From an optimization exercise on the open Yosys and OpenROAD flow, aimed at a short achievable clock period and few clock cycles per item; shortcuts taken in it are not production practice. In this exercise RTL edits were held to simulation tests only and were not proved equivalent to the original. Power figures rest on the tool's default switching activity, not on a simulated workload.

==> flow/design.v <==
package procPkg;
    localparam int dataWidth     = 32;
    localparam int instWidth     = 32;
    localparam int regAddrWidth  = 6;
    localparam int immWidth      = 15;
    localparam int functWidth    = 4;
    localparam int progDepth     = 64;
    localparam int progAddrWidth = $clog2(progDepth);
    localparam int dmemDepth     = 128;
    localparam int dmemAddrWidth = $clog2(dmemDepth);
    localparam int typeBit  = 0;     
    localparam int rsLsb    = 1;
    localparam int rdLsb    = 7;
    localparam int functLsb = 13;
    localparam int rtLsb    = 17;
    localparam int immLsb   = 17;    
    localparam logic [3:0] fADD   = 4'b0000;
    localparam logic [3:0] fSUB   = 4'b0010;
    localparam logic [3:0] fMOV   = 4'b0100;
    localparam logic [3:0] fINC   = 4'b0110;
    localparam logic [3:0] fDEC   = 4'b1000;
    localparam logic [3:0] fLOAD  = 4'b1010;
    localparam logic [3:0] fSTORE = 4'b1100;
    localparam logic [3:0] fAND   = 4'b0001;
    localparam logic [3:0] fOR    = 4'b0011;
    localparam logic [3:0] fXOR   = 4'b0101;
    localparam logic [3:0] fNOT   = 4'b0111;
    localparam logic [3:0] fSLL   = 4'b1001;
endpackage
`timescale 1ns/10ps
import procPkg::*;
module aluCore (
    input  logic [dataWidth-1:0] opA,
    input  logic [dataWidth-1:0] opB,
    input  logic                 carryIn,
    input  logic                 selAdd,
    input  logic                 selAnd,
    input  logic                 selOr,
    input  logic                 selXor,
    output logic [dataWidth-1:0] result
);
    logic [dataWidth:0] sum;
    assign sum = {opA, 1'b1} + {opB, carryIn};
    assign result = ({dataWidth{selAdd}} & sum[dataWidth:1])
                  | ({dataWidth{selAnd}} & (opA & opB))
                  | ({dataWidth{selOr}}  & (opA | opB))
                  | ({dataWidth{selXor}} & (opA ^ opB));
endmodule
`timescale 1ns/10ps
import procPkg::*;
module fetchDecode (
    input  logic                   clk,
    input  logic                   clkreset,
    input  logic                   run,
    input  logic                   stall,
    input  logic                   progWe,
    input  logic [progAddrWidth-1:0] progAddr,
    input  logic [instWidth-1:0]   progData,
    output logic                   irValid,
    output logic [instWidth-1:0]   ir
);
    logic [instWidth-1:0] progMem [progDepth];
    logic [progDepth-1:0] eff;           
    logic [progDepth-1:0] mask;          
    logic [functWidth-1:0] dataFunct;
    logic                  dataEffective;
    assign dataFunct     = progData[functLsb +: functWidth];
    assign dataEffective = (dataFunct == fSTORE) ||
                           (dataFunct != 4'b1011 && dataFunct != 4'b1101 &&
                            dataFunct != 4'b1110 && dataFunct != 4'b1111 &&
                            progData[rdLsb +: regAddrWidth] != '0);
    always_ff @(posedge clk) begin
        if (progWe && !run) begin
            progMem[progAddr] <= progData;
            eff[progAddr]     <= dataEffective;
        end
    end
    function automatic logic [progDepth-1:0] prefixOr(input logic [progDepth-1:0] x);
        prefixOr = x;
        for (int s = 1; s < progDepth; s = s * 2) begin
            prefixOr = prefixOr | (prefixOr << s);
        end
    endfunction
    logic [progDepth-1:0] reqHi, orHi, orAll, grant, maskNext;
    logic                 anyHi, anyAll;
    logic [instWidth-1:0] picked;
    always_comb begin
        reqHi    = eff & mask;
        orHi     = prefixOr(reqHi);
        orAll    = prefixOr(eff);
        anyHi    = orHi[progDepth-1];
        anyAll   = orAll[progDepth-1];
        grant    = anyHi ? (reqHi & ~(orHi << 1)) : (eff & ~(orAll << 1));
        maskNext = anyHi ? (orHi << 1) : (orAll << 1);
        picked   = '0;
        for (int i = 0; i < progDepth; i++) begin
            picked = picked | ({instWidth{grant[i]}} & progMem[i]);
        end
    end
    always_ff @(posedge clk) begin
        if (!clkreset) begin
            mask    <= '1;
            irValid <= 1'b0;
        end else if (!stall) begin
            irValid <= run && anyAll;
            if (run) begin
                mask <= maskNext;
            end
        end
    end
    always_ff @(posedge clk) begin
        if (run && !stall) begin
            ir <= picked;
        end
    end
endmodule
`timescale 1ns/10ps
import procPkg::*;
module regFile (
    input  logic                    clk,
    input  logic                    clkreset,
    input  logic [regAddrWidth-1:0] readAddrA,
    input  logic [regAddrWidth-1:0] readAddrB,
    input  logic                    regWe,
    input  logic [regAddrWidth-1:0] regWriteAddr,
    input  logic [dataWidth-1:0]    regWriteData,
    output logic [dataWidth-1:0]    readDataA,
    output logic [dataWidth-1:0]    readDataB
);
    localparam int regCount = 2 ** regAddrWidth;
    logic [dataWidth-1:0] regs [1:regCount-1];
    always_ff @(posedge clk) begin
        if (!clkreset) begin
            for (int i = 1; i < regCount; i++) begin
                regs[i] <= '0;
            end
        end else if (regWe && regWriteAddr != '0) begin
            regs[regWriteAddr] <= regWriteData;
        end
    end
    assign readDataA = (readAddrA == '0) ? '0 : regs[readAddrA];
    assign readDataB = (readAddrB == '0) ? '0 : regs[readAddrB];
endmodule
`timescale 1ns/10ps
import procPkg::*;
module executeUnit (
    input  logic                     clk,
    input  logic                     clkreset,
    input  logic                     exValid,
    input  logic                     exStore,
    input  logic                     exLoad,
    input  logic                     exSelAdd,
    input  logic                     exSelAnd,
    input  logic                     exSelOr,
    input  logic                     exSelXor,
    input  logic                     exCarry,
    input  logic [regAddrWidth-1:0]  exRd,
    input  logic [dataWidth-1:0]     exA,
    input  logic [dataWidth-1:0]     exB,
    input  logic [dataWidth-1:0]     exStData,
    input  logic [dmemAddrWidth-1:0] exMemAddr,
    output logic [dataWidth-1:0]     aluResult,
    output logic                     wbValid,
    output logic [regAddrWidth-1:0]  wbAddr,
    output logic [dataWidth-1:0]     wbData,
    output logic                     storeValid,
    output logic [dmemAddrWidth-1:0] storeAddr,
    output logic [dataWidth-1:0]     storeData
);
    logic [dataWidth-1:0] dmem [dmemDepth];
    aluCore uAlu (
        .opA     (exA),
        .opB     (exB),
        .carryIn (exCarry),
        .selAdd  (exSelAdd),
        .selAnd  (exSelAnd),
        .selOr   (exSelOr),
        .selXor  (exSelXor),
        .result  (aluResult)
    );
    always_ff @(posedge clk) begin
        if (!clkreset) begin
            for (int i = 0; i < dmemDepth; i++) begin
                dmem[i] <= '0;
            end
        end else if (exValid && exStore) begin
            dmem[exMemAddr] <= exStData;
        end
    end
    always_ff @(posedge clk) begin
        if (!clkreset) begin
            wbValid    <= 1'b0;
            storeValid <= 1'b0;
        end else begin
            wbValid    <= exValid && !exStore;
            storeValid <= exValid && exStore;
        end
    end
    always_ff @(posedge clk) begin
        wbAddr    <= exRd;
        wbData    <= exLoad ? dmem[exMemAddr] : aluResult;
        storeAddr <= exMemAddr;
        storeData <= exStData;
    end
endmodule
`timescale 1ns/10ps
import procPkg::*;
module procCore #(
    parameter int regAddrWidth = procPkg::regAddrWidth,
    parameter int progDepth    = procPkg::progDepth,
    parameter int dmemDepth    = procPkg::dmemDepth
) (
    input  logic                          clk,
    input  logic                          clkreset,
    input  logic                          run,
    input  logic                          progWe,
    input  logic [$clog2(progDepth)-1:0]  progAddr,
    input  logic [procPkg::instWidth-1:0] progData,
    output logic                          wbValid,
    output logic [regAddrWidth-1:0]       wbAddr,
    output logic [procPkg::dataWidth-1:0] wbData,
    output logic                          storeValid,
    output logic [$clog2(dmemDepth)-1:0]  storeAddr,
    output logic [procPkg::dataWidth-1:0] storeData
);
    logic                     irValid;
    logic [instWidth-1:0]     ir;
    logic                     stall;
    logic                     exValid;
    logic                     exStore;
    logic                     exLoad;
    logic                     exSelAdd;
    logic                     exSelAnd;
    logic                     exSelOr;
    logic                     exSelXor;
    logic                     exCarry;
    logic [regAddrWidth-1:0]  exRd;
    logic [dataWidth-1:0]     exA;
    logic [dataWidth-1:0]     exB;
    logic [dataWidth-1:0]     exStData;
    logic [dmemAddrWidth-1:0] exMemAddr;
    logic [dataWidth-1:0]     aluResult;
    fetchDecode uFetch (
        .clk      (clk),
        .clkreset (clkreset),
        .run      (run),
        .stall    (stall),
        .progWe   (progWe),
        .progAddr (progAddr),
        .progData (progData),
        .irValid  (irValid),
        .ir       (ir)
    );
    logic [3:0]              funct;
    logic                    isImm;
    logic [regAddrWidth-1:0] rs, rd, rt, rb;
    logic [dataWidth-1:0]    immExt;
    logic                    isStore, isLoad, usesB;
    logic [dataWidth-1:0]    rfA, rfB, valA, valB, opA, regB, srcB;
    logic                    exWrites, fwdA, fwdB;
    logic [dataWidth-1:0]    nextB;
    logic                    nextCarry, nextAdd, nextAnd, nextOr, nextXor;
    assign funct   = ir[functLsb +: functWidth];
    assign isImm   = ir[typeBit];
    assign rs      = ir[rsLsb +: regAddrWidth];
    assign rd      = ir[rdLsb +: regAddrWidth];
    assign rt      = ir[rtLsb +: regAddrWidth];
    assign immExt  = {{(dataWidth - immWidth){ir[instWidth-1]}}, ir[immLsb +: immWidth]};
    assign isStore = (funct == fSTORE);
    assign isLoad  = (funct == fLOAD);
    assign rb      = isStore ? rd : rt;      
    assign usesB   = isStore || (!isImm && (funct == fADD || funct == fSUB || funct == fLOAD ||
                                            funct == fAND || funct == fOR  || funct == fXOR));
    regFile uRegs (
        .clk          (clk),
        .clkreset     (clkreset),
        .readAddrA    (rs),
        .readAddrB    (rb),
        .regWe        (wbValid),
        .regWriteAddr (wbAddr),
        .regWriteData (wbData),
        .readDataA    (rfA),
        .readDataB    (rfB)
    );
    assign valA = (wbValid && wbAddr == rs) ? wbData : rfA;
    assign valB = (wbValid && wbAddr == rb) ? wbData : rfB;
    assign exWrites = exValid && !exStore;
    assign fwdA     = exWrites && exRd == rs;
    assign fwdB     = exWrites && exRd == rb;
    assign stall    = irValid && exValid && exLoad && (exRd == rs || (usesB && exRd == rb));
    assign opA  = fwdA ? aluResult : valA;
    assign regB = fwdB ? aluResult : valB;
    assign srcB = isImm ? immExt : regB;
    always_comb begin
        nextB     = srcB;
        nextCarry = 1'b0;
        nextAdd   = 1'b0;
        nextAnd   = 1'b0;
        nextOr    = 1'b0;
        nextXor   = 1'b0;
        case (funct)
            fADD: begin nextAdd = 1'b1; end
            fSUB: begin nextAdd = 1'b1; nextB = ~srcB; nextCarry = 1'b1; end
            fMOV: begin nextAdd = 1'b1; nextB = '0; end
            fINC: begin nextAdd = 1'b1; nextB = '0; nextCarry = 1'b1; end
            fDEC: begin nextAdd = 1'b1; nextB = '1; end
            fSLL: begin nextAdd = 1'b1; nextB = opA; end
            fAND: begin nextAnd = 1'b1; end
            fOR:  begin nextOr  = 1'b1; end
            fXOR: begin nextXor = 1'b1; end
            fNOT: begin nextXor = 1'b1; nextB = '1; end
            default: begin end
        endcase
    end
    always_ff @(posedge clk) begin
        if (!clkreset) begin
            exValid <= 1'b0;
        end else begin
            exValid <= irValid && !stall;
        end
    end
    always_ff @(posedge clk) begin
        exStore   <= isStore;
        exLoad    <= isLoad;
        exSelAdd  <= nextAdd;
        exSelAnd  <= nextAnd;
        exSelOr   <= nextOr;
        exSelXor  <= nextXor;
        exCarry   <= nextCarry;
        exRd      <= rd;
        exA       <= opA;
        exB       <= nextB;
        exStData  <= regB;
        exMemAddr <= opA[dmemAddrWidth-1:0] + srcB[dmemAddrWidth-1:0];
    end
    executeUnit uExec (
        .clk        (clk),
        .clkreset   (clkreset),
        .exValid    (exValid),
        .exStore    (exStore),
        .exLoad     (exLoad),
        .exSelAdd   (exSelAdd),
        .exSelAnd   (exSelAnd),
        .exSelOr    (exSelOr),
        .exSelXor   (exSelXor),
        .exCarry    (exCarry),
        .exRd       (exRd),
        .exA        (exA),
        .exB        (exB),
        .exStData   (exStData),
        .exMemAddr  (exMemAddr),
        .aluResult  (aluResult),
        .wbValid    (wbValid),
        .wbAddr     (wbAddr),
        .wbData     (wbData),
        .storeValid (storeValid),
        .storeAddr  (storeAddr),
        .storeData  (storeData)
    );
endmodule
==> flow/run.sh <==
#!/bin/bash
# synth_recipe.tcl (not shown) runs the flow's synth.tcl, then flattens the netlist and writes it again
# the make line also repeats each setting of config.mk as NAME=value (left out here)
make -C /OpenROAD-flow-scripts/flow DESIGN_CONFIG=/design/flow/config.mk WORK_HOME=/design/flow/orfs CLKGATE_MAP_FILE= SYNTH_SCRIPT=/design/flow/synth_recipe.tcl finish
==> flow/config.mk <==
export PLATFORM = sky130hd
export DESIGN_NAME = procCore
export DESIGN_NICKNAME = procCore
export VERILOG_FILES = /design/flow/design.v
export SDC_FILE = /design/flow/constraint.sdc
export NUM_CORES = 8
export LEC_CHECK = 0
export CAP_MARGIN = 40
export CORE_MARGIN = 2
export CORE_UTILIZATION = 25
export PLACE_DENSITY = 0.45
export SETUP_SLACK_MARGIN = 4
export SLEW_MARGIN = 40
export TNS_END_PERCENT = 100
==> flow/constraint.sdc <==
create_clock -name core_clock -period 10.0 [get_ports {clk}]
set_input_delay 2.0000 -clock core_clock [delete_from_list [all_inputs] [get_ports {clk}]]
set_output_delay 2.0000 -clock core_clock [all_outputs]
set_load 0.01 [all_outputs]
==> results of run 1 <==
-- area by class of cell --
cell class | count | area [um2]
clock buffers | 1209 | 25200
multi-input cells | 16400 | 123000
well taps | 20200 | 25300
fillers | 151000 | 1070000
clock inverters | 558 | 5250
diodes | 185 | 463
flip-flops and latches | 8555 | 254000
repair buffers | 1506 | 14500
inverters | 109 | 423
-- layout by cell type, fill, tap and decap left out, types with 165 or more instances in the layout --
| master | synthesis | layout |
|---|---|---|
| clkinv_1 | 1 | 229 |
| o21ai_0 | 472 | 261 |
| dfxtp_1 | 267 | 190 |
| a31oi_1 | 378 | 286 |
| and2_1 | 6140 | 6138 |
| diode_2 | 0 | 185 |
| mux4_2 | 725 | 725 |
| a21oi_1 | 401 | 385 |
| clkbuf_16 | 0 | 969 |
| a22o_1 | 555 | 555 |
| buf_4 | 10 | 1095 |
| nand3_1 | 704 | 689 |
| a221oi_1 | 579 | 572 |
| a22oi_1 | 1734 | 1732 |
| nor2_1 | 503 | 223 |
| edfxtp_1 | 8288 | 8288 |
| nand4_1 | 375 | 375 |
| mux2i_1 | 345 | 337 |
| nand2_1 | 1792 | 1761 |
| o21ai_4 | 0 | 195 |
| clkbuf_1 | 2274 | 226 |
| clkinv_2 | 0 | 165 |
-- logic make-up (layout without fill, tap and decap cells) --
family                   count (synthesis)  in the layout
AND/OR/NAND/NOR                      10100          10100
adder cells (fa/ha/maj)                 76             76
AO/OA/AOI/OAI                         5078           5078
flip-flops                            8555           8555
XOR/XNOR                                53             53
multiplexers                          1125           1128
other                                    1            217
buffers and inverters                 2813           3382
-- layer usage --
layer | vias to the layer above | routed length (um)
met3 | 2760 | 165000
li1 | 105000 | -
met2 | 15200 | 780000
met5 | - | 355
met1 | 137000 | 700000
met4 | 54 | 88800
-- registers in the layout, summed over array words and instances, names as in the netlist, 6 cells and up, named ones only --
register and cells:
uExec.storeAddr 7, exStData 32, uExec.dmem 4096, uRegs.regs 2048, uExec.wbData 32, uExec.storeData 32, uExec.wbAddr 6, uFetch.ir 32
exMemAddr 7, exB 32, exRd 6, exA 32, uFetch.mask 64, uFetch.eff 64, uFetch.progMem 2048
-- power by group through the flow --
stage                     logic, mW  registers (mW)  clock network [mW]
after floorplan                9.65            41.7                   0
after global placement         22.2            43.2                   0
after detailed placement       23.0            43.0                   0
after CTS                      23.1            42.2                35.7
after global routing           23.9            42.2                36.9
final                          23.7            42.2                35.3
-- worst max-delay path, cell delays in order (launching register included) --
cell       delay (ns)
edfxtp_1         0.51
nand4bb_4        0.34
clkinv_8         0.25
mux2_8           0.39
buf_8            0.36
buf_4            0.35
nor2_2           0.08
buf_4            0.27
a22o_1           0.27
a31oi_1          0.57
a2111oi_0        0.26
a221oi_2         0.45
o21ai_0          0.21
mux2_2           0.35
ha_1             0.34
inv_1            0.08
o21bai_1         0.07
a21oi_1          0.24
xor2_1           0.22
xnor2_1          0.16
-- per-stage QoR --
step	instance area, um2	utilization [%]	hold slack, ns	cells
after floorplan	381000	-	0.329	27800
after global placement	412000	27.1	0.464	46600
after detailed placement	416000	27.3	0.464	46800
after CTS	447000	29.4	0.469	48600
after global routing	448000	29.5	0.451	48700
final	448000	29.5	0.477	48800
-- path summary, 6_finish.rpt --
check / startpoint / slack (ns) / endpoint
max: uFetch.ir[13] / 4.02 / exMemAddr[6]
min: exStData[13] / 0.48 / uExec.storeData[13]
max reg2reg: uFetch.ir[13] / 4.02 / exMemAddr[6]
min reg2reg: exStData[13] / 0.48 / uExec.storeData[13]
-- what timing repair did --
item,CTS,global route
endpoints found under the setup margin,174,44
cloned,3,3
setup buffers,21,30
pin swaps,7,10
resized for setup,30,39
==> impl_metrics.prom, run 1 <==
# TYPE chip_impl_metric gauge
chip_impl_metric{name="area_growth",unit="%"} 17.6
chip_impl_metric{name="die_x",unit="mm"} 1.24
chip_impl_metric{name="grt_pass1_wl",unit="mm"} 2300
chip_impl_metric{name="synth_xor_area_share",unit="%"} 0.122
chip_impl_metric{name="synthesis.area_per_instance",unit="um2"} 13.7
chip_impl_metric{name="tns",unit="ns"} 0
chip_impl_metric{name="timing.clock.skew",unit="ns"} 0.0988
chip_impl_metric{name="min_period",unit="ns"} 5.98
chip_impl_metric{name="cell_internal_pwr",unit="mW"} 65.9
chip_impl_info{name="worstSetupEndpointType",value="flop"} 1
chip_impl_info{name="critPathLaunchType",value="flop"} 1
chip_impl_metric{name="maxClockFrequency",unit="GHz"} 0.167
chip_impl_metric{name="vdd_drop_max",unit="V"} 0.000180
chip_impl_metric{name="ctsLongestPathBuffers",unit=""} 5
chip_impl_metric{name="synthesized_area",unit="um2"} 381000
chip_impl_metric{name="number_of_antenna_violations_at_the_first_check_in_global_routing",unit=""} 260
chip_impl_metric{name="power.density_cell_area",unit="nW/um2"} 226
chip_impl_metric{name="die_area",unit="um2"} 1530000
chip_impl_metric{name="ctsHoldBuffers",unit=""} 0
chip_impl_info{name="grt_setup_unrepaired",value="no"} 1
chip_impl_metric{name="cts.reportedPaths.clkPinSlew",unit="ns"} 0.06
chip_impl_metric{name="total_power",unit="mW"} 101
chip_impl_metric{name="core.rowCount",unit=""} 453
chip_impl_info{name="synth_top_area_cell",value="edfxtp_1"} 1
chip_impl_metric{name="timing.final.ws_setup",unit="ns"} 4.02
chip_impl_info{name="most_frequently_used_flop_master_after_synthesis",value="edfxtp_1"} 1
chip_impl_info{name="synth_top_family_by_area",value="simple AND/OR/NAND/NOR gates"} 1
chip_impl_metric{name="p_switching",unit="mW"} 35.3
chip_impl_metric{name="routed-via-count",unit=""} 261000
chip_impl_metric{name="drt_first_iter_violations",unit=""} 39700
chip_impl_metric{name="routed_wl",unit="mm"} 1730
chip_impl_metric{name="place.gp.congestion",unit=""} 0.893
chip_impl_info{name="min_path_type",value="reg -> reg"} 1
chip_impl_metric{name="initial_utilization",unit="%"} 25.1
chip_impl_metric{name="worstHoldPathCells",unit=""} 0
chip_impl_metric{name="worst-r2r-cell-count",unit=""} 19
chip_impl_metric{name="post-place-ws",unit="ns"} 2.78
chip_impl_metric{name="synth-edff-count",unit=""} 8288
chip_impl_info{name="clk_root_buffer_cell",value="clkbuf_16"} 1
chip_impl_metric{name="arrival_time_at_the_worst_endpoint",unit="ns"} 7.25
chip_impl_metric{name="combinational_fraction_of_design_power",unit="%"} 23.4
chip_impl_metric{name="synth-adder-area-share",unit="%"} 0.253
chip_impl_metric{name="global_route.usage.total",unit="%"} 21.7
chip_impl_metric{name="synthMuxAreaShare",unit="%"} 5.35
chip_impl_metric{name="overflow",unit=""} 0
chip_impl_metric{name="globalRouteMet1Util",unit="%"} 28.9
chip_impl_metric{name="drt_pass1_iterations",unit=""} 9
chip_impl_metric{name="count_of_unique_library_cells_instantiated_by_yosys",unit=""} 98
chip_impl_metric{name="synth_simple_gate_area_share",unit="%"} 14.8
chip_impl_metric{name="power.share.clock",unit="%"} 34.9
chip_impl_info{name="path_class",value="reg -> reg"} 1
chip_impl_metric{name="worst_max_slew_margin_expressed_relative_to_the_limit",unit="%"} 30.9
chip_impl_metric{name="detail_routed_via_count_per_cell",unit=""} 5.35
chip_impl_metric{name="leakagePower",unit="nW"} 150
chip_impl_metric{name="cts_inserted_buffers",unit=""} 956
chip_impl_metric{name="finalSetupViolCount",unit=""} 0
chip_impl_info{name="grt_most_used_layer",value="met2"} 1
chip_impl_metric{name="portBuffers",unit=""} 120
chip_impl_metric{name="critPathRequiredTime",unit="ns"} 11.27
chip_impl_metric{name="synth-async-reset-ratio",unit="%"} 0
chip_impl_metric{name="switching_fraction",unit="%"} 34.9
chip_impl_info{name="post_synth_main_area_contributors",value="edfxtp_1, and2_1, mux4_2"} 1
chip_impl_metric{name="floorplan.io_pins",unit=""} 121
chip_impl_metric{name="layout-drive-gt1-share",unit="%"} 15.7
chip_impl_metric{name="max_cap_viol",unit=""} 0
chip_impl_metric{name="route.antenna.remaining_nets",unit=""} 0
chip_impl_metric{name="seq_area_frac_synth",unit="%"} 66.7
chip_impl_info{name="synth_most_common_cell",value="edfxtp_1"} 1
chip_impl_metric{name="grt.met3_usage",unit="%"} 4.69
chip_impl_metric{name="synth_compound_gate_area_share",unit="%"} 9.94
chip_impl_metric{name="post-dp-hpwl",unit="mm"} 1060
chip_impl_metric{name="power.sequential.fraction",unit="%"} 41.7
chip_impl_metric{name="detail_route.drc_violations",unit=""} 0
chip_impl_metric{name="grt_use_met2",unit="%"} 33.7
chip_impl_metric{name="fp.dieH",unit="mm"} 1.24
chip_impl_metric{name="ys_seq_elements",unit=""} 8555
chip_impl_metric{name="netlist_instances",unit=""} 27800
chip_impl_metric{name="detail_route.wl_per_cell",unit="um"} 35.5
chip_impl_metric{name="timing.final.crit_share",unit="%"} 59.8
chip_impl_metric{name="design.final.nets",unit=""} 27700
chip_impl_info{name="cts_tree",value="built"} 1
chip_impl_metric{name="ys_warn_count",unit=""} 4
chip_impl_metric{name="worstMarginPinSlew",unit="ns"} 1.03
chip_impl_metric{name="final_max_tran_viols",unit=""} 0
chip_impl_metric{name="cts_sinks",unit=""} 8555
chip_impl_metric{name="clk-insertion-delay-late",unit="ns"} 1.36
chip_impl_metric{name="synthDominantCellAreaShare",unit="%"} 65.3
chip_impl_metric{name="final_hold_viol_count",unit=""} 0
chip_impl_metric{name="floorplan.core_area",unit="um2"} 1520000
chip_impl_info{name="outcome",value="complete, no violations"} 1
chip_impl_metric{name="number_of_global_route_vias_before_repair",unit=""} 248000
chip_impl_info{name="yosys-top-cells-count",value="edfxtp_1, and2_1, clkbuf_1"} 1
chip_impl_metric{name="htree_num_levels",unit=""} 6
chip_impl_metric{name="grt_start_max_net_pins",unit=""} 118
chip_impl_metric{name="worst-path-max-fanout",unit=""} 26
Testbench counts, summed over its fixed seeds: cycles 8,726, events 8,457.
==> run 2, diff against run 1 <==
--- a/flow/config.mk
+++ b/flow/config.mk
@@ -11,3 +11,3 @@
 export PLACE_DENSITY = 0.45
-export SETUP_SLACK_MARGIN = 4
+export SETUP_SLACK_MARGIN = 5
 export SLEW_MARGIN = 40
==> run 2 against run 1 <==
  * Critical endpoint is now uExec.wbData[13]
  * Clock power about the same
  * Register-to-register slack improved by 0.73 ns
  * Sequential share of layout area decreased by 0.35 points
  * Fmax increased by 14%
  * Die area unchanged
  * Routed wire length increased by 1.1%
  * Utilization increased by 0.18 points
  * Count of clock-buffer cells in the layout decreased by 21
  * Via count increased by 0.92%
==> impl_metrics.prom, run 2 <==
# TYPE chip_impl_metric gauge
chip_impl_metric{name="final_max_tran_viols",unit=""} 0
chip_impl_info{name="reg_top3",value="uExec.dmem (4096), uFetch.progMem (2048), uRegs.regs (2048)"} 1
chip_impl_info{name="critPathLaunchType",value="flop"} 1
chip_impl_metric{name="worstPathBufferInverterCount",unit=""} 4
chip_impl_metric{name="rrSetupSlack",unit="ns"} 4.75
chip_impl_metric{name="worstMarginPinSlew",unit="ns"} 1.06
chip_impl_metric{name="cts.reportedPaths.clkPinSlew",unit="ns"} 0.07
chip_impl_metric{name="drt_first_iter_violations",unit=""} 41700
chip_impl_metric{name="final_hold_viol_count",unit=""} 0
chip_impl_metric{name="critPathRequiredTime",unit="ns"} 11.11
chip_impl_metric{name="seq_area_frac_synth",unit="%"} 66.7
chip_impl_metric{name="ys_warn_count",unit=""} 4
chip_impl_info{name="top_layer_used",value="met5"} 1
chip_impl_metric{name="routed_wl",unit="mm"} 1750
chip_impl_info{name="clk_root_buffer_cell",value="clkbuf_16"} 1
chip_impl_metric{name="ctsLongestPathBuffers",unit=""} 5
chip_impl_info{name="post_synth_main_area_contributors",value="edfxtp_1, and2_1, mux4_2"} 1
chip_impl_metric{name="floorplan.io_pins",unit=""} 121
chip_impl_metric{name="floorplan.core_area",unit="um2"} 1520000
chip_impl_metric{name="global_route.usage.total",unit="%"} 21.8
chip_impl_metric{name="route.antenna.remaining_nets",unit=""} 0
chip_impl_metric{name="maxClockFrequency",unit="GHz"} 0.191
chip_impl_info{name="min_path_type",value="reg -> reg"} 1
chip_impl_metric{name="cell_internal_pwr",unit="mW"} 65.9
chip_impl_info{name="max_flop_register",value="uExec.dmem"} 1
chip_impl_metric{name="timing.final.crit_share",unit="%"} 52.5
chip_impl_metric{name="detailed_place.area",unit="um2"} 415000
chip_impl_metric{name="leakagePower",unit="nW"} 152
chip_impl_metric{name="met1_routed_length",unit="mm"} 719
chip_impl_metric{name="synthDominantCellAreaShare",unit="%"} 65.3
chip_impl_metric{name="vdd_drop_max",unit="V"} 0.000165
chip_impl_metric{name="p_switching",unit="mW"} 35.8
chip_impl_metric{name="area_growth",unit="%"} 18.4
chip_impl_metric{name="largest_register_ffs",unit=""} 4096
chip_impl_metric{name="synth-edff-count",unit=""} 8288
chip_impl_metric{name="place.gp.congestion",unit=""} 0.920
chip_impl_metric{name="design.final.nets",unit=""} 27800
chip_impl_info{name="yosys-top-cells-count",value="edfxtp_1, and2_1, clkbuf_1"} 1
chip_impl_metric{name="routed-via-count",unit=""} 263000
chip_impl_metric{name="arrival_time_at_the_worst_endpoint",unit="ns"} 6.36
chip_impl_metric{name="die_x",unit="mm"} 1.24
chip_impl_metric{name="met3_length",unit="mm"} 175
chip_impl_metric{name="count_of_unique_library_cells_instantiated_by_yosys",unit=""} 98
chip_impl_metric{name="number_of_global_route_vias_before_repair",unit=""} 248000
chip_impl_metric{name="detail_routed_via_count_per_cell",unit=""} 5.38
chip_impl_metric{name="cts_inserted_buffers",unit=""} 945
chip_impl_info{name="cts_tree",value="built"} 1
chip_impl_metric{name="post-dp-hpwl",unit="mm"} 1050
chip_impl_metric{name="power.share.clock",unit="%"} 34.4
chip_impl_metric{name="combinational_fraction_of_design_power",unit="%"} 24.0
chip_impl_metric{name="detail_route.drc_violations",unit=""} 0
chip_impl_metric{name="portBuffers",unit=""} 120
chip_impl_info{name="most_frequently_used_flop_master_after_synthesis",value="edfxtp_1"} 1
chip_impl_info{name="worst_path_most_repeated_cell",value="buf_4"} 1
chip_impl_metric{name="initial_utilization",unit="%"} 25.1
chip_impl_info{name="grt_setup_unrepaired",value="yes"} 1
chip_impl_metric{name="detail_route.wl_per_cell",unit="um"} 35.9
chip_impl_metric{name="ctsHoldBuffers",unit=""} 0
chip_impl_metric{name="met2_length",unit="mm"} 762
chip_impl_info{name="final_common_cell",value="edfxtp_1"} 1
chip_impl_info{name="worstSetupEndpointType",value="flop"} 1
chip_impl_metric{name="final_cell_area",unit="um2"} 451000
chip_impl_metric{name="synthesized_area",unit="um2"} 381000
chip_impl_metric{name="clk-insertion-delay-late",unit="ns"} 1.27
chip_impl_metric{name="power.density_cell_area",unit="nW/um2"} 226
chip_impl_metric{name="tns",unit="ns"} 0
chip_impl_metric{name="timing.clock.skew",unit="ns"} 0.149
chip_impl_info{name="worst_path_max_delay_cell",value="buf_4"} 1
chip_impl_info{name="path_delay_family",value="buffers and inverters"} 1
chip_impl_metric{name="drt_pass1_iterations",unit=""} 9
chip_impl_metric{name="worst_max_slew_margin_expressed_relative_to_the_limit",unit="%"} 28.9
chip_impl_metric{name="number_of_antenna_violations_at_the_first_check_in_global_routing",unit=""} 254
chip_impl_metric{name="die_area",unit="um2"} 1530000
chip_impl_info{name="mostFrequentLayoutCells",value="edfxtp_1, and2_1, nand2_1"} 1
chip_impl_metric{name="layout-drive-gt1-share",unit="%"} 16.6
chip_impl_metric{name="finalSetupViolCount",unit=""} 0
chip_impl_metric{name="min_period",unit="ns"} 5.25
chip_impl_info{name="synth_most_common_cell",value="edfxtp_1"} 1
chip_impl_metric{name="netlist_instances",unit=""} 27800
chip_impl_metric{name="max_cap_viol",unit=""} 0
chip_impl_metric{name="grt_start_max_net_pins",unit=""} 95
chip_impl_metric{name="htree_num_levels",unit=""} 6
chip_impl_metric{name="power.sequential.fraction",unit="%"} 41.6
chip_impl_metric{name="cts_sinks",unit=""} 8555
chip_impl_info{name="crit_chain",value="buf_4 > buf_4 > nor2_2 > nand2_2 > buf_4 > a31oi_1 > nor3_4 > nand4_1 > a21oi_1 > o21ai_0 > buf_4 > o21a_1"} 1
chip_impl_info{name="path_class",value="reg -> reg"} 1
chip_impl_metric{name="ys_seq_elements",unit=""} 8555
chip_impl_metric{name="slowest_delay",unit="ns"} 0.66
chip_impl_info{name="outcome",value="complete, no violations"} 1
chip_impl_metric{name="synth-async-reset-ratio",unit="%"} 0
chip_impl_info{name="synth_top_area_cell",value="edfxtp_1"} 1
chip_impl_metric{name="core.rowCount",unit=""} 453
chip_impl_metric{name="overflow",unit=""} 0
chip_impl_metric{name="worst-path-max-fanout",unit=""} 30
chip_impl_metric{name="switching_fraction",unit="%"} 35.2
chip_impl_metric{name="fp.dieH",unit="mm"} 1.24
chip_impl_metric{name="grt_pass1_wl",unit="mm"} 2320
chip_impl_metric{name="synthesis.area_per_instance",unit="um2"} 13.7
==> run 2: cell counts after synthesis <==
No cell type changed its count.
==> run 2: what timing repair did <==
action	4_1_cts	5_1_grt
pin swaps	64	76
setup endpoints to repair	481	68
cloned	28	11
hold endpoints to repair	0	0
setup buffers	135	90
resized for setup	287	172
==> run 2: power by group through the flow <==
stage	registers (mW)	logic, mW	clock network, mW
2_1_floorplan	41.7	9.69	0
3_3_place_gp	43.3	22.3	0
3_5_place_dp	43.1	23.1	0
4_1_cts	42.3	23.7	35.4
5_1_grt	42.4	24.6	36.6
6_report	42.3	24.5	35.0
==> run 2: metal layers <==
layer | global-route usage, % | vias up
li1 | - | 106000
met1 | 29.8 | 139000
met2 | 32.9 | 16000
met3 | 4.86 | 2853
met4 | 10.3 | 52
met5 | 0 | -
==> run 2: kinds of logic after synthesis <==
group / count (synthesis) / share of synthesized area [%]
AND/OR/NAND/NOR: 10100 / 14.8
adder cells (fa/ha/maj): 76 / 0.253
XOR/XNOR: 53 / 0.122
flip-flops: 8555 / 66.7
buffers and inverters: 2813 / 2.84
AO/OA/AOI/OAI: 5078 / 9.94
other: 1 / 0.000984
multiplexers: 1125 / 5.35
==> run 2: worst paths after layout <==
kind / start / end / cells after the start
hold reg to reg: exRd[5] / uExec.wbAddr[5] / 0
setup reg to reg: exMemAddr[6] / uExec.wbData[13] / 12
setup / recovery: exMemAddr[6] / uExec.wbData[13] / 12
hold / removal: exRd[5] / uExec.wbAddr[5] / 0
==> run 2: area by class of cell <==
cell class                 instances  area (um2)
fill                          151000     1070000
sequential                      8555      255000
multi-input combinational      16400      124000
tap                            20200       25300
clock buffer                    1188       24800
timing repair buffer            1647       16400
clock inverter                   552        5340
inverter                         109         428
antenna                          170         425
timing repair inverter             1        8.76
==> run 2: worst reg2reg max path, delay by kind of cell, from the launching register on <==
family,cells,cell delay [ns]
and+or+nand+nor,4,1.51
DFF,1,0.60
AOI/OAI and AO/OA,4,0.94
buffers and inverters,4,2.05
==> run 2: metrics by stage <==
stage / worst slack (ns) / hold WS, ns / power, mW / utilization (%) / instances
4_1_cts: 4.74 / 0.470 / 101 / 29.5 / 48600
6_report: 4.75 / 0.462 / 102 / 29.7 / 48900
2_1_floorplan: 4.24 / 0.329 / 51.3 / - / 27800
3_5_place_dp: 2.34 / 0.463 / 66.2 / 27.3 / 46700
3_3_place_gp: 1.41 / 0.460 / 65.7 / 27.1 / 46600
5_1_grt: 4.77 / 0.467 / 104 / 29.6 / 48800

[afterwards: timing with drivers on the ports]
How much do the figures lean on ideal ports? The routed layouts below were timed once more, with nothing changed but the port constraints.
Step 1 (the two cells are an assumption about what drives the block):
set clk [get_ports {clk}]
set_driving_cell -lib_cell sky130_fd_sc_hd__clkbuf_16 $clk
set_driving_cell -lib_cell sky130_fd_sc_hd__buf_2 [delete_from_list [all_inputs] $clk]
Step 2 adds t to the input delays and takes it off the output delays; t is the mean of the earliest and latest rising clock arrival at the registers after step 1. Input paths then give back, and output paths get back, about the clock's delay inside the block.
Slacks: no drivers / after step 1 / after step 2; pairs: no drivers / after step 1.
run	t, ns	setup WS [ns]	hold WS [ns]	worst setup path after step 2	slew at the worst register clock pin (ns)
run 1	1.451	4.022 / 4.022 / 3.668	0.477 / 0.477 / 0.477	input to register	0.07 / 0.07
run 2	1.369	4.754 / 4.754 / 3.747	0.462 / 0.462 / 0.462	input to register	0.07 / 0.07
After both steps every run listed still meets setup and hold. The setup slack of run 2, which loses most, moves by 0.000 ns with the drivers and by -1.007 ns with both steps.
